This is an optimization exercise on Yosys and OpenROAD, whose aim is small area, not a production implementation.
Function was checked by simulation only, so behaviour that the tests miss may differ from the original.
No activity file was given, so power comes from the tool's default toggle rates.

==> exp/delta: inputs <==
==> flow/design.v (excerpt) <==
module datapath_unit (
  input  logic       i_clk,
  input  logic       i_rst,
  input  logic       i_load_ar,
  input  logic       i_load_pc,
  input  logic       i_load_dr,
  input  logic       i_load_ac,
  input  logic       i_load_ir,
  input  logic       i_load_tr,
  input  logic       i_clear_ar,
  input  logic       i_clear_pc,
  input  logic       i_clear_dr,
  input  logic       i_clear_ac,
  input  logic       i_clear_tr,
  input  logic       i_inc_ar,
  input  logic       i_inc_pc,
  input  logic       i_inc_dr,
  input  logic       i_inc_ac,
  input  logic       i_inc_tr,
  input  logic       i_seq_counter_reset,
  input  logic       i_memory_read,
  input  logic       i_memory_write,
  input  logic [2:0] i_bus_selectors,
  input  logic       i_alu_enable,
  input  logic [2:0] i_alu_mode,
  input  logic       i_prog_we,
  input  logic [7:0] i_prog_addr,
  input  logic [7:0] i_prog_data,
  output logic [7:0] o_t,
  output logic [7:0] o_ir,
  output logic [7:0] o_ac,
  output logic [7:0] o_pc,
  output logic [7:0] o_ar,
  output logic [7:0] o_dr,
  output logic       o_e,
  output logic [7:0] o_bus
);
  logic [7:0]    r_ar;
  logic [7:0]    r_pc;
  logic [7:0]    r_dr;
  logic [7:0]    r_ac;
  logic [7:0]    r_ir;
  logic [7:0]    r_tr;
  logic          r_e;
  logic [7:0]    r_t;
  logic          r_ph;
  logic [2047:0] r_mem;    
  logic [15:0] w_rlo_n, w_rhi_n;
  logic [7:0]  w_mem_raw;
  logic [7:0]  w_mem_rdata;
  always_comb begin
    for (int k = 0; k < 16; k++) begin
      w_rlo_n[k] = (r_ar[3:0] != 4'(k));
      w_rhi_n[k] = (r_ar[7:4] != 4'(k));
    end
  end
  for (genvar b = 0; b < 8; b++) begin : g_rbit
    logic [15:0] w_zero;    
    for (genvar i = 0; i < 16; i++) begin : g_grp
      logic [7:0] w_u;
      for (genvar k = 0; k < 8; k++) begin : g_pair
        dpu_o22ai u_l1 (
          .i_a1(w_rlo_n[2*k]),   .i_a2(r_mem[8*(16*i+2*k)+b]),
  ...
clock: 8.0 ns
lec_check: 0
abc_clock_period_in_ps: 8000
cap_margin: 20
core_margin: 2
core_utilization: 50
slew_margin: 20
synth_hierarchical: 1
run.sh (not shown) runs the stock make flow with config.mk's settings and CLKGATE_MAP_FILE= SYNTH_SCRIPT=/design/flow/synth_recipe.tcl, a recipe that flattens the netlist after the stock synthesis.
==> inputs of exp/tundra, as changes to exp/delta <==
--- a/flow/design.v
+++ b/flow/design.v
@@ -43,20 +43,15 @@
   logic [7:0]    r_tr;
   logic          r_e;
   logic [7:0]    r_t;
   logic          r_ph;
   logic [2047:0] r_mem;    
   logic [15:0] w_rlo_n, w_rhi_n;
-  logic [7:0]  w_mem_raw;
   logic [7:0]  w_mem_rdata;
-  always_comb begin
-    for (int k = 0; k < 16; k++) begin
-      w_rlo_n[k] = (r_ar[3:0] != 4'(k));
-      w_rhi_n[k] = (r_ar[7:4] != 4'(k));
-    end
-  end
+  dpu_dec4_n u_rlo (.i_a(r_ar[3:0]), .i_en(1'b1), .o_y_n(w_rlo_n));
+  dpu_dec4_n u_rhi (.i_a(r_ar[7:4]), .i_en(1'b1), .o_y_n(w_rhi_n));
   for (genvar b = 0; b < 8; b++) begin : g_rbit
     logic [15:0] w_zero;    
     for (genvar i = 0; i < 16; i++) begin : g_grp
       logic [7:0] w_u;
       for (genvar k = 0; k < 8; k++) begin : g_pair
         dpu_o22ai u_l1 (
@@ -64,15 +59,14 @@
           .i_b1(w_rlo_n[2*k+1]), .i_b2(r_mem[8*(16*i+2*k+1)+b]),
           .o_y (w_u[k])
         );
       end
       dpu_rd_group u_l23 (.i_u(w_u), .i_hi_n(w_rhi_n[i]), .o_zero(w_zero[i]));
     end
-    assign w_mem_raw[b] = ~|w_zero;
-  end
-  assign w_mem_rdata = w_mem_raw ^ {8{r_ph}};
+    dpu_rd_final u_l4 (.i_zero(w_zero), .i_ph(r_ph), .o_data(w_mem_rdata[b]));
+  end
   logic [7:0] w_bus;
   always_comb begin
     case (i_bus_selectors)
       3'd1:    w_bus = r_ar;
       3'd2:    w_bus = r_pc;
       3'd3:    w_bus = r_dr;
@@ -148,22 +142,21 @@
   logic [15:0]  w_whi, w_wlo;
   logic [255:0] w_wsel;
   logic [7:0]   w_wz;
   assign w_waddr = i_rst ? i_prog_addr : r_ar;
   assign w_wdata = i_rst ? i_prog_data : w_bus;
   assign w_we    = i_rst ? i_prog_we   : i_memory_write;
-  always_comb begin
-    for (int k = 0; k < 16; k++) begin
-      w_whi[k] = w_we && (w_waddr[7:4] == 4'(k));
-      w_wlo[k] = (w_waddr[3:0] == 4'(k));
-    end
-  end
+  logic [15:0] w_whi_n, w_wlo_n;
+  dpu_dec4_n u_wlo (.i_a(w_waddr[3:0]), .i_en(1'b1), .o_y_n(w_wlo_n));
+  dpu_dec4_n u_whi (.i_a(w_waddr[7:4]), .i_en(w_we), .o_y_n(w_whi_n));
+  assign w_whi = ~w_whi_n;
+  assign w_wlo = ~w_wlo_n;
   logic [255:0] w_wsel_n;
   for (genvar w = 0; w < 256; w++) begin : g_wsel
-    dpu_nor2  u_sel  (.i_a(~w_whi[w / 16]), .i_b(~w_wlo[w % 16]), .o_y(w_wsel[w]));
-    dpu_nand2 u_nsel (.i_a(w_whi[w / 16]),  .i_b(w_wlo[w % 16]),  .o_y(w_wsel_n[w]));
+    dpu_nor2  u_sel  (.i_a(w_whi_n[w / 16]), .i_b(w_wlo_n[w % 16]), .o_y(w_wsel[w]));
+    dpu_nand2 u_nsel (.i_a(w_whi[w / 16]),   .i_b(w_wlo[w % 16]),   .o_y(w_wsel_n[w]));
   end
   assign w_wz = w_wdata ^ {8{r_ph}};
   logic [2047:0] w_mem_nxt;
   for (genvar w = 0; w < 256; w++) begin : g_word
     for (genvar b = 0; b < 8; b++) begin : g_bit
       dpu_o22ai u_nxt (
@@ -171,13 +164,14 @@
         .i_b1(w_wsel_n[w]),  .i_b2(w_wz[b]),
         .o_y (w_mem_nxt[8*w+b])
       );
     end
   end
   always_ff @(posedge i_clk) begin
-    r_ph <= ~r_ph;
+    if (r_ph) r_ph <= 1'b0;
+    else      r_ph <= 1'b1;
     for (int w = 0; w < 256; w++)
       r_mem[8*w +: 8] <= w_mem_nxt[8*w +: 8];
   end
   assign o_t   = r_t;
   assign o_ir  = r_ir;
   assign o_ac  = r_ac;
@@ -203,12 +197,28 @@
 );
   logic w_v0, w_v1;
   assign w_v0   = ~|i_u[3:0];
   assign w_v1   = ~|i_u[7:4];
   assign o_zero = ~((w_v0 & w_v1) | i_hi_n);
 endmodule
+module dpu_rd_final (
+  input  logic [15:0] i_zero,
+  input  logic        i_ph,
+  output logic        o_data
+);
+  assign o_data = ~|i_zero ^ i_ph;
+endmodule
+module dpu_dec4_n (
+  input  logic [3:0]  i_a,
+  input  logic        i_en,
+  output logic [15:0] o_y_n
+);
+  always_comb begin
+    for (int k = 0; k < 16; k++) o_y_n[k] = ~(i_en && (i_a == 4'(k)));
+  end
+endmodule
 module dpu_nor2 (
   input  logic i_a,
   input  logic i_b,
   output logic o_y
 );
   assign o_y = ~(i_a | i_b);
Settings changed: CTS_BUF_LIST set to sky130_fd_sc_hd__clkbuf_8, SETUP_SLACK_MARGIN set to 0.2.
==> inputs of exp/lagoon, as changes to exp/delta <==
--- a/flow/design.v
+++ b/flow/design.v
@@ -43,20 +43,15 @@
   logic [7:0]    r_tr;
   logic          r_e;
   logic [7:0]    r_t;
   logic          r_ph;
   logic [2047:0] r_mem;    
   logic [15:0] w_rlo_n, w_rhi_n;
-  logic [7:0]  w_mem_raw;
   logic [7:0]  w_mem_rdata;
-  always_comb begin
-    for (int k = 0; k < 16; k++) begin
-      w_rlo_n[k] = (r_ar[3:0] != 4'(k));
-      w_rhi_n[k] = (r_ar[7:4] != 4'(k));
-    end
-  end
+  dpu_dec4_n u_rlo (.i_a(r_ar[3:0]), .i_en(1'b1), .o_y_n(w_rlo_n));
+  dpu_dec4_n u_rhi (.i_a(r_ar[7:4]), .i_en(1'b1), .o_y_n(w_rhi_n));
   for (genvar b = 0; b < 8; b++) begin : g_rbit
     logic [15:0] w_zero;    
     for (genvar i = 0; i < 16; i++) begin : g_grp
       logic [7:0] w_u;
       for (genvar k = 0; k < 8; k++) begin : g_pair
         dpu_o22ai u_l1 (
@@ -64,15 +59,14 @@
           .i_b1(w_rlo_n[2*k+1]), .i_b2(r_mem[8*(16*i+2*k+1)+b]),
           .o_y (w_u[k])
         );
       end
       dpu_rd_group u_l23 (.i_u(w_u), .i_hi_n(w_rhi_n[i]), .o_zero(w_zero[i]));
     end
-    assign w_mem_raw[b] = ~|w_zero;
-  end
-  assign w_mem_rdata = w_mem_raw ^ {8{r_ph}};
+    dpu_rd_final u_l4 (.i_zero(w_zero), .i_ph(r_ph), .o_data(w_mem_rdata[b]));
+  end
   logic [7:0] w_bus;
   always_comb begin
     case (i_bus_selectors)
       3'd1:    w_bus = r_ar;
       3'd2:    w_bus = r_pc;
       3'd3:    w_bus = r_dr;
@@ -102,35 +96,34 @@
       3'b100:  w_alu_ac = r_ac ^ r_dr;
       3'b110:  w_alu_ac = ~r_ac;
       3'b111:  w_alu_ac = r_dr;
       default: w_alu_ac = r_ac;
     endcase
   end
+  logic [7:0] w_ar_nxt, w_pc_nxt, w_dr_nxt, w_tr_nxt;
+  dpu_reg8 u_ar (.i_q(r_ar), .i_bus(w_bus), .i_kill(i_rst | i_clear_ar), .i_load(i_load_ar),
+                 .i_inc(i_inc_ar), .o_d(w_ar_nxt));
+  dpu_reg8 u_pc (.i_q(r_pc), .i_bus(w_bus), .i_kill(i_rst | i_clear_pc), .i_load(i_load_pc),
+                 .i_inc(i_inc_pc), .o_d(w_pc_nxt));
+  dpu_reg8 u_dr (.i_q(r_dr), .i_bus(w_bus), .i_kill(i_rst | i_clear_dr), .i_load(i_load_dr),
+                 .i_inc(i_inc_dr), .o_d(w_dr_nxt));
+  dpu_reg8 u_tr (.i_q(r_tr), .i_bus(w_bus), .i_kill(i_rst | i_clear_tr), .i_load(i_load_tr),
+                 .i_inc(i_inc_tr), .o_d(w_tr_nxt));
+  always_ff @(posedge i_clk) begin
+    r_ar <= w_ar_nxt;
+    r_pc <= w_pc_nxt;
+    r_dr <= w_dr_nxt;
+    r_tr <= w_tr_nxt;
+  end
   always_ff @(posedge i_clk) begin
     if (i_rst) begin
-      r_ar <= 8'h00;
-      r_pc <= 8'h00;
-      r_dr <= 8'h00;
       r_ac <= 8'h00;
       r_ir <= 8'h00;
-      r_tr <= 8'h00;
       r_e  <= 1'b0;
       r_t  <= 8'h01;
     end else begin
-      if (i_clear_ar)     r_ar <= 8'h00;
-      else if (i_load_ar) r_ar <= w_bus;
-      else if (i_inc_ar)  r_ar <= r_ar + 8'd1;
-      if (i_clear_pc)     r_pc <= 8'h00;
-      else if (i_load_pc) r_pc <= w_bus;
-      else if (i_inc_pc)  r_pc <= r_pc + 8'd1;
-      if (i_clear_dr)     r_dr <= 8'h00;
-      else if (i_load_dr) r_dr <= w_bus;
-      else if (i_inc_dr)  r_dr <= r_dr + 8'd1;
-      if (i_clear_tr)     r_tr <= 8'h00;
-      else if (i_load_tr) r_tr <= w_bus;
-      else if (i_inc_tr)  r_tr <= r_tr + 8'd1;
       if (i_load_ir) r_ir <= w_bus;
       if (i_clear_ac) begin
         r_ac <= 8'h00;
       end else if (i_load_ac) begin
         r_ac <= w_bus;
       end else if (i_alu_enable) begin
@@ -142,42 +135,45 @@
       r_t <= i_seq_counter_reset ? 8'h01 : {r_t[6:0], r_t[7]};
     end
   end
   logic [7:0]   w_waddr;
   logic [7:0]   w_wdata;
   logic         w_we;
-  logic [15:0]  w_whi, w_wlo;
+  logic [15:0]  w_whi;
   logic [255:0] w_wsel;
-  logic [7:0]   w_wz;
   assign w_waddr = i_rst ? i_prog_addr : r_ar;
   assign w_wdata = i_rst ? i_prog_data : w_bus;
   assign w_we    = i_rst ? i_prog_we   : i_memory_write;
-  always_comb begin
-    for (int k = 0; k < 16; k++) begin
-      w_whi[k] = w_we && (w_waddr[7:4] == 4'(k));
-      w_wlo[k] = (w_waddr[3:0] == 4'(k));
-    end
-  end
-  logic [255:0] w_wsel_n;
+  logic [15:0] w_whi_n, w_wlo_n;
+  dpu_dec4_n u_wlo (.i_a(w_waddr[3:0]), .i_en(1'b1), .o_y_n(w_wlo_n));
+  dpu_dec4_n u_whi (.i_a(w_waddr[7:4]), .i_en(w_we), .o_y_n(w_whi_n));
+  assign w_whi = ~w_whi_n;
   for (genvar w = 0; w < 256; w++) begin : g_wsel
-    dpu_nor2  u_sel  (.i_a(~w_whi[w / 16]), .i_b(~w_wlo[w % 16]), .o_y(w_wsel[w]));
-    dpu_nand2 u_nsel (.i_a(w_whi[w / 16]),  .i_b(w_wlo[w % 16]),  .o_y(w_wsel_n[w]));
-  end
-  assign w_wz = w_wdata ^ {8{r_ph}};
+    dpu_nor2 u_sel (.i_a(w_whi_n[w / 16]), .i_b(w_wlo_n[w % 16]), .o_y(w_wsel[w]));
+  end
+  logic [7:0] w_wz_n;
+  assign w_wz_n = ~(w_wdata ^ {8{r_ph}});
   logic [2047:0] w_mem_nxt;
-  for (genvar w = 0; w < 256; w++) begin : g_word
-    for (genvar b = 0; b < 8; b++) begin : g_bit
-      dpu_o22ai u_nxt (
-        .i_a1(r_mem[8*w+b]), .i_a2(w_wsel[w]),
-        .i_b1(w_wsel_n[w]),  .i_b2(w_wz[b]),
-        .o_y (w_mem_nxt[8*w+b])
-      );
+  for (genvar i = 0; i < 16; i++) begin : g_row
+    logic [7:0] w_rz;
+    for (genvar b = 0; b < 8; b++) begin : g_rz
+      dpu_nand2 u_rz (.i_a(w_whi[i]), .i_b(w_wz_n[b]), .o_y(w_rz[b]));
+    end
+    for (genvar j = 0; j < 16; j++) begin : g_word
+      for (genvar b = 0; b < 8; b++) begin : g_bit
+        dpu_o22ai u_nxt (
+          .i_a1(r_mem[8*(16*i+j)+b]), .i_a2(w_wsel[16*i+j]),
+          .i_b1(w_wlo_n[j]),          .i_b2(w_rz[b]),
+          .o_y (w_mem_nxt[8*(16*i+j)+b])
+        );
+      end
     end
   end
   always_ff @(posedge i_clk) begin
-    r_ph <= ~r_ph;
+    if (r_ph) r_ph <= 1'b0;
+    else      r_ph <= 1'b1;
     for (int w = 0; w < 256; w++)
       r_mem[8*w +: 8] <= w_mem_nxt[8*w +: 8];
   end
   assign o_t   = r_t;
   assign o_ir  = r_ir;
   assign o_ac  = r_ac;
@@ -203,12 +199,46 @@
 );
   logic w_v0, w_v1;
   assign w_v0   = ~|i_u[3:0];
   assign w_v1   = ~|i_u[7:4];
   assign o_zero = ~((w_v0 & w_v1) | i_hi_n);
 endmodule
+module dpu_rd_final (
+  input  logic [15:0] i_zero,
+  input  logic        i_ph,
+  output logic        o_data
+);
+  assign o_data = ~|i_zero ^ i_ph;
+endmodule
+module dpu_dec4_n (
+  input  logic [3:0]  i_a,
+  input  logic        i_en,
+  output logic [15:0] o_y_n
+);
+  always_comb begin
+    for (int k = 0; k < 16; k++) o_y_n[k] = ~(i_en && (i_a == 4'(k)));
+  end
+endmodule
+module dpu_reg8 (
+  input  logic [7:0] i_q,
+  input  logic [7:0] i_bus,
+  input  logic       i_kill,
+  input  logic       i_load,
+  input  logic       i_inc,
+  output logic [7:0] o_d
+);
+  logic [7:0] w_carry;
+  logic       w_take_bus, w_take_inc;
+  assign w_take_bus = i_load & ~i_kill;
+  assign w_take_inc = ~i_load & ~i_kill;
+  assign w_carry[0] = i_inc;
+  for (genvar k = 1; k < 8; k++) begin : g_carry
+    assign w_carry[k] = w_carry[k-1] & i_q[k-1];
+  end
+  assign o_d = ({8{w_take_bus}} & i_bus) | ({8{w_take_inc}} & (i_q ^ w_carry));
+endmodule
 module dpu_nor2 (
   input  logic i_a,
   input  logic i_b,
   output logic o_y
 );
   assign o_y = ~(i_a | i_b);
==> flow/flow/run.sh (new file) <==
#!/bin/bash
# The standard layout (standard.sh) with three changes:
#  - clock tree synthesis without dummy loads, clkbuf_16 only, larger sink clusters
#  - every port still gets a buffer, but a plain buf_2
#  - ABC's buffers are removed at floorplan; the resizer re-buffers what needs it
# All of ORFS's output goes to standard.log here and to ORFS's own logs under orfs/logs.
set -euo pipefail
bash standard.sh \
  "CTS_ARGS=-sink_clustering_enable -repair_clock_nets -dont_use_dummy_load -buf_list sky130_fd_sc_hd__clkbuf_16 -root_buf sky130_fd_sc_hd__clkbuf_16 -tree_buf sky130_fd_sc_hd__clkbuf_16 -sink_clustering_size 26 -sink_clustering_max_diameter 130" \
  "BUFFER_PORTS_ARGS=-buffer_cell sky130_fd_sc_hd__buf_2" \
  REMOVE_ABC_BUFFERS=1 \
  finish > standard.log 2>&1
==> flow/standard.sh (new file) <==
#!/bin/bash
# synth_recipe.tcl (not shown) runs the flow's synth.tcl, then flattens the netlist and writes it again
# the make line also repeats each setting of config.mk as NAME=value (left out here)
make -C /OpenROAD-flow-scripts/flow DESIGN_CONFIG=/design/flow/config.mk WORK_HOME=/design/flow/orfs CLKGATE_MAP_FILE= SYNTH_SCRIPT=/design/flow/synth_recipe.tcl "${@:-finish}"
Settings changed: CAP_MARGIN 20 to 10, CORE_UTILIZATION 50 to 70, SETUP_SLACK_MARGIN set to 0.2, SLEW_MARGIN 20 to 10.
removed: flow/run.sh
==> run summary <==
- exp/delta completed, yet does not pass: setup timing. exp/lagoon completed with no timing, DRC or antenna violations. exp/tundra passed the timing, design-rule and antenna checks.
- Via count, lowest first: exp/lagoon, exp/delta, exp/tundra.
- Die area, lowest first: exp/lagoon, exp/delta, exp/tundra.
- Clock skew: exp/tundra > exp/lagoon > exp/delta.
- Global-route usage: exp/tundra is lower than exp/lagoon (7.8 points).
- The highest worst setup slack belongs to exp/lagoon, the lowest to exp/delta.
- In exp/lagoon the sequential share of layout area is higher than in exp/delta, by 4.4 points.
- Of exp/tundra and exp/delta, exp/delta has the higher combinational power (gap 23%, measured against exp/delta).
- Against exp/delta, the wire length of exp/tundra is larger by about 0.23%.
- The lowest power belongs to exp/lagoon, the highest to exp/delta.
- The highest cell area belongs to exp/tundra, the lowest to exp/lagoon.
- In exp/tundra the maximum frequency is smaller than in exp/lagoon, by about 2%.

## port drivers added, routing unchanged
How much do the figures lean on ideal ports? The routed layouts below were timed once more, with nothing changed but the port constraints. Step 1: set_driving_cell puts a clkbuf_16 on i_clk and a buf_2 on each other input, an assumption about the parent block. Step 2 also shifts input and output timing later by t, the mid clock arrival at the registers, as if the neighbouring blocks saw the same clock. Slacks: ideal ports / drivers / drivers and shift; pairs: ideal ports / drivers.
| run | t, ns | slack for setup (ns) | worst hold slack (ns) | cell pins on the clock port's net |
|---|---|---|---|---|
| exp/delta | 0.913 | -0.014 / -0.104 / 0.769 | 0.442 / 0.442 / 0.442 | 1 |
| exp/tundra | 1.095 | 0.146 / 0.068 / 1.162 | 0.443 / 0.443 / 0.443 | 1 |
| exp/lagoon | 0.787 | 0.299 / 0.225 / 0.370 | 0.447 / 0.447 / 0.447 | 1 |
